This is an optimization exercise on Yosys and OpenROAD, whose aim is small area, not a production implementation.
Only simulation tests tie the RTL to the original design; equivalence was not proved.
No activity file was given, so power comes from the tool's default toggle rates.

$ cat constraint.sdc
create_clock -name core_clock -period 6.0 [get_ports {clock}]
set_input_delay 1.2000 -clock core_clock [delete_from_list [all_inputs] [get_ports {clock}]]
set_output_delay 1.2000 -clock core_clock [all_outputs]
set_load 0.01 [all_outputs]
$ cat run.sh
#!/bin/bash
# synth_recipe.tcl (not shown) runs the flow's synth.tcl, then flattens the netlist and writes it again
# the make line also repeats each setting of config.mk as NAME=value (left out here)
make -C /OpenROAD-flow-scripts/flow DESIGN_CONFIG=/design/flow/config.mk WORK_HOME=/design/flow/orfs CLKGATE_MAP_FILE= SYNTH_SCRIPT=/design/flow/synth_recipe.tcl finish
$ cat design.v
module idecode_regfile_rd_port #(
    parameter int DATA_W = 32,
    parameter int ADDR_W = 5
) (
    input  logic [ADDR_W-1:0] addr,
    input  logic              stg_vld,
    input  logic [ADDR_W-1:0] stg_dest,
    input  logic [DATA_W-1:0] stg_data,
    input  logic [DATA_W-1:0] arr_data,
    output logic [DATA_W-1:0] rdata
);
    always_comb begin
        rdata = arr_data;
        if (addr == '0)
            rdata = '0;
        else if (stg_vld && stg_dest == addr)
            rdata = stg_data;
    end
endmodule
module idecode_regfile_pipe #(
    parameter int DATA_W     = 32,
    parameter int ADDR_W     = 5,
    parameter int RESET_MODE = 1,
    parameter int CNT_W      = 16
) (
    input  logic              clock,
    input  logic              reset,
    input  logic [31:0]       instruction,
    input  logic              id_valid,
    input  logic              ld_issue,
    output logic [ADDR_W-1:0] read_register_1_address,
    output logic [DATA_W-1:0] read_data_1,
    output logic [DATA_W-1:0] read_data_2,
    output logic [DATA_W-1:0] sign_extend,
    output logic              stall,
    input  logic              wb_valid,
    input  logic [ADDR_W-1:0] wb_dest,
    input  logic [1:0]        wb_sel,
    input  logic [DATA_W-1:0] alu_result,
    input  logic [DATA_W-1:0] mem_data,
    input  logic [DATA_W-1:0] link_pc,
    output logic [CNT_W-1:0]  stall_count
);
    localparam int NREGS     = 1 << ADDR_W;
    localparam int NUM_PORTS = 2;
    logic [5:0]        op;
    logic [15:0]       imm;
    logic [ADDR_W-1:0] rs, rt;
    assign op  = instruction[31:26];
    assign rs  = instruction[21 +: ADDR_W];
    assign rt  = instruction[16 +: ADDR_W];
    assign imm = instruction[15:0];
    assign read_register_1_address = rs;
    logic [DATA_W-1:0] regs [NREGS];
    logic              stg_vld;
    logic [ADDR_W-1:0] stg_dest;
    logic [DATA_W-1:0] stg_data;
    logic [NREGS-1:0]  busy, busy_nxt;
    logic zext;
    assign zext = (op == 6'b001100) || (op == 6'b001101) || (op == 6'b001110) ||
                  (op == 6'b001011);
    generate
        if (DATA_W > 16) begin : g_ext
            assign sign_extend = zext ? {{(DATA_W-16){1'b0}}, imm}
                                      : {{(DATA_W-16){imm[15]}}, imm};
        end else begin : g_trunc
            assign sign_extend = imm[DATA_W-1:0];
        end
    endgenerate
    logic [NUM_PORTS-1:0][ADDR_W-1:0] rd_addr;
    logic [NUM_PORTS-1:0][DATA_W-1:0] rd_arr, rd_data;
    assign rd_addr[0] = rs;
    assign rd_addr[1] = rt;
    generate
        for (genvar p = 0; p < NUM_PORTS; p++) begin : g_rd
            assign rd_arr[p] = regs[rd_addr[p]];
            idecode_regfile_rd_port #(.DATA_W(DATA_W), .ADDR_W(ADDR_W)) u_rd (
                .addr     (rd_addr[p]),
                .stg_vld  (stg_vld),
                .stg_dest (stg_dest),
                .stg_data (stg_data),
                .arr_data (rd_arr[p]),
                .rdata    (rd_data[p])
            );
        end
    endgenerate
    assign read_data_1 = rd_data[0];
    assign read_data_2 = rd_data[1];
    logic [DATA_W-1:0] wb_data;
    logic              cap, ld_set, ld_clr;
    always_comb begin
        case (wb_sel)
            2'b01:   wb_data = mem_data;
            2'b10:   wb_data = link_pc;
            default: wb_data = alu_result;
        endcase
    end
    assign cap    = wb_valid && wb_sel != 2'b11 && wb_dest != '0;
    assign ld_clr = cap && wb_sel == 2'b01;
    assign ld_set = id_valid && ld_issue && !stall && rt != '0;
    assign stall  = id_valid && (busy[rs] || busy[rt]);
    always_comb begin
        busy_nxt = busy;
        if (ld_clr) busy_nxt[wb_dest] = 1'b0;
        if (ld_set) busy_nxt[rt] = 1'b1;
        busy_nxt[0] = 1'b0;
    end
    always_ff @(posedge clock) begin
        if (reset) begin
            stg_vld     <= 1'b0;
            stg_dest    <= '0;
            stg_data    <= '0;
            busy        <= '0;
            stall_count <= '0;
            for (int i = 0; i < NREGS; i++)
                regs[i] <= (RESET_MODE != 0) ? DATA_W'(i) : '0;
        end else begin
            stg_vld <= cap;
            if (cap) begin
                stg_dest <= wb_dest;
                stg_data <= wb_data;
            end
            if (stg_vld && stg_dest != '0)
                regs[stg_dest] <= stg_data;
            busy <= busy_nxt;
            if (stall && stall_count != '1)
                stall_count <= stall_count + CNT_W'(1);
        end
    end
endmodule
$ cat config.mk
export PLATFORM = sky130hd
export DESIGN_NAME = idecode_regfile_pipe
export DESIGN_NICKNAME = idecode_regfile_pipe
export VERILOG_FILES = /design/flow/design.v
export SDC_FILE = /design/flow/constraint.sdc
export NUM_CORES = 4
export LEC_CHECK = 0
export CAP_MARGIN = 20
export CORE_MARGIN = 2
export CORE_UTILIZATION = 40
export SLEW_MARGIN = 20
==> run summary <==
==> placed cells by master, fill, tap and decap left out, types with 11 or more instances in the layout <==
| cell type | instances |
|---|---|
| a211oi_1 | 67 |
| a21oi_1 | 103 |
| a221oi_1 | 56 |
| a22oi_1 | 59 |
| and2_1 | 913 |
| buf_12 | 30 |
| buf_4 | 202 |
| clkbuf_1 | 18 |
| clkbuf_16 | 124 |
| clkdlybuf4s50_1 | 217 |
| clkinv_1 | 38 |
| clkinv_2 | 32 |
| conb_1 | 32 |
| dfxtp_1 | 85 |
| edfxtp_1 | 1024 |
| ha_1 | 11 |
| inv_1 | 11 |
| mux2_2 | 12 |
| mux2i_1 | 176 |
| mux4_2 | 542 |
| nand2_1 | 169 |
| nand2b_1 | 12 |
| nand3_1 | 35 |
| nand4_1 | 11 |
| nor2_1 | 71 |
| nor2_4 | 30 |
| nor2b_1 | 19 |
| o211ai_1 | 24 |
| o21ai_0 | 86 |
| o21ai_1 | 16 |
| o21ai_4 | 31 |
| or3_1 | 89 |
==> metrics by stage <==
step	worst slack [ps]	area (um^2)
2_1_floorplan	989	60700
3_3_place_gp	33.9	65900
3_5_place_dp	32.9	65900
4_1_cts	3.12	69700
5_1_grt	262	69700
6_report	152	69700
==> logic make-up (layout without fill, tap and decap cells) <==
| family | Yosys count | after routing | synth area share, % |
|---|---|---|---|
| AND/OR/NAND/NOR | 1399 | 1399 | 13.4 |
| flip-flops | 1109 | 1109 | 53.5 |
| multiplexers | 731 | 731 | 23.3 |
| buffers and inverters | 513 | 701 | 4.08 |
| AO/OA/AOI/OAI | 482 | 482 | 5.17 |
| XOR/XNOR | 16 | 16 | 0.231 |
| adder cells (fa/ha/maj) | 13 | 13 | 0.268 |
| other | 1 | 37 | 0.00618 |
==> layer usage <==
metal | track usage [%] | vias to the layer above | part of all wire (%)
met4 | 12.3 | 0 | 5.0
met5 | 0 | - | 0
met1 | 36.2 | 21155 | 38
met2 | 43.9 | 2500 | 47
met3 | 6.02 | 483 | 10
li1 | - | 16607 | -
==> state kept, by name, indices dropped and copies added (netlist names) <==
name and count:
stg_dest 5, stg_vld 1, regs 1024, stg_data 32, busy 31, stall_count 16
==> tightest hold or removal path, cell delays in order, from the launching register on <==
cell	delay [ps]
dfxtp_1	310
nand2_1	50
a21oi_1	50
==> worst max path at each step <==
stage	endpoint	slack, ps	startpoint
after detailed placement	read_data_1[17]	30	instruction[24]
after floorplan	regs[3][0]$_SDFFCE_PN1P_	990	reset
after CTS	read_data_1[17]	3	instruction[24]
after global placement	read_data_1[17]	30	instruction[24]
after global routing	read_data_1[17]	260	instruction[24]
final	read_data_1[17]	150	instruction[24]
==> where the power goes <==
part	switching (mW)	internal [mW]
sequential	0.167	8.68
combinational	1.40	1.02
clock	3.20	4.08
==> final cells by class <==
| type | instances | area [um^2] | share of cell area (%) |
|---|---|---|---|
| Clock inverter | 78 | 551 | 0.789 |
| Inverter | 18 | 71.3 | 0.102 |
| Antenna cell | 5 | 12.5 | 0.0179 |
| Tap cell | 2016 | 2520 | 3.62 |
| Multi-Input combinational cell | 2673 | 26500 | 38.0 |
| Timing Repair Buffer | 459 | 4420 | 6.34 |
| Sequential cell | 1109 | 32500 | 46.5 |
| Clock buffer | 146 | 3230 | 4.63 |
==> results.tsv <==
metric	value	unit
CP arrival	4650	ps
clock latency on the worst-skew pair	770	ps
CTS sink cnt	1109	
crit path capture type	output port	
Die Wd	393	um
Routed Antenna Nets	0	
DRT Wirelength	216000	um
worst slew pin tran	1240	ps
# hold bufs at CTS	0	
Post-CTS Setup Repair Bufs	0	
Reg2Reg Depth	5	
fin nets	4532	
Placed Instances	6275	
register bit total from synthesis	1109	
Critical Path Start Type	input pin	
# rows	142	
f_max	0.171	GHz
Initial Util	40.4	%
top cells by count, synth	1,024 x edfxtp_1, 913 x and2_1, 542 x mux4_2	
detailed-route DRC error count	0	
WL/cell	33.2	um
register area share after synthesis	53.5	%
Hold Path Stages	2	
Synth area leader	edfxtp_1	
Layout area overhead	15.0	%
clk buf depth	3	
core area	150000	um^2
max_slew headroom	16.6	%
pwr/cell area	266	nW/um^2
drt initial violations	5830	
synthesized instance count	4264	
Tightest Hold Check Type	flip-flop to flip-flop	
Yosys warning total	2	
static leakage	24.1	nW
reg-to-reg endpoint	regs[4][25]$_SDFFCE_PN0P_	
reg2reg start	stg_dest[4]$_SDFFE_PP0N_	
via-per-instance ratio	6.26	
Slowest cell on crit path	a211oi_2	
Max-Cap Viols	0	
count leader, synth	edfxtp_1	
count of buffers from port buffering	227	
Hold WS	458	ps
critical path's top delay family	buffers and inverters	
final hold vios	0	
RSZ-0062 raised after global routing	false	
beginning of the worst hold path	stg_data[10]$_SDFFE_PP0N_	
worst path required time	4800	ps
prevailing post-synth register cell	edfxtp_1	
CP Max Fanout	9	
Final Max Tran Viols	0	
pin count of the biggest net entering global routing	65	
first-pass GRT wire length	306000	um
cell mode on critical path	buf_4	
GR Overflow Total	0	
flop2flop setup slack	1800	ps
outcome	no timing/DRC/antenna violations	
Worst Hold End	stg_data[10]$_SDFFE_PP0N_	
CTS tree	built	
CP Cell Sequence	clkdlybuf4s50_1 -> buf_4 -> inv_2 -> buf_4 -> mux4_2 -> a211oi_2 -> buf_4 -> clkdlybuf4s50_1	
DP HPWL	133000	um
top post-synthesis cells by area	edfxtp_1 51%, mux4_2 20%, and2_1 9.4%	
Worst-path clk slew	60	ps
Die Span Y	393	um
CTS buffer count	118	
I/O pins	258	
DIE AREA	155000	um^2
Final setup viols	0	
Overall Global Routing Usage	27.6	%
Final period util	97.5	%
H-tree Lvls	3	
RePlAce Congestion	0.860	
vias after detailed routing	40745	
synthesized area per cell	14.2	um^2
synthesized area	60600	um^2
First-pass DRT Iterations	6	
CTS resizes	0	
Yosys cell types	60	
CP bufs+invs	6	
Post-synth ARST share	0	%
Final Critical Period	5850	ps
fill count	13032	
Max IR drop VDD	0.250	mV
vias in the first global route	40558	
initial antenna violation count	19	
WP depth	8	
biggest cell delay along the critical path	630	ps
layout cell share with drive strength beyond 1	23.6	%
final std cells w/o fill	6504	
fin util	46.4	%
clk_skew	42.8	ps
Tot Pwr	18.5	mW
Post-synth EDFFs	1024	
critical path class	input pin to output port	
area share of the largest cell type after synthesis	50.7	%
Clock Tree Root	clkbuf_16	
final setup TNS	0	ps

[what the ideal ports hide]
The flow's constraints put no driver on any port. The routed layout listed below was extracted and timed again, unchanged, in two steps.
Step 1 assumes that a clkbuf_16 drives the clock port and a buf_2 every other input.
Step 2 moves the port delays by t, midway between the first and last clock arrival at a register: inputs arrive t later, outputs are due t later. That takes back most of the time a late clock gives input paths.
a / b / c = no drivers / after step 1 / after step 2; a / b = the first two.
t, ns: 0.820
slack for setup (ns): 0.152 / 0.129 / 0.129
worst setup path after step 2: input to output
worst data-port slew with drivers (ns): 0.07
After both steps setup and hold are still met in this run. The setup slack of this run moves by -0.023 ns with the drivers and by -0.023 ns with both steps.
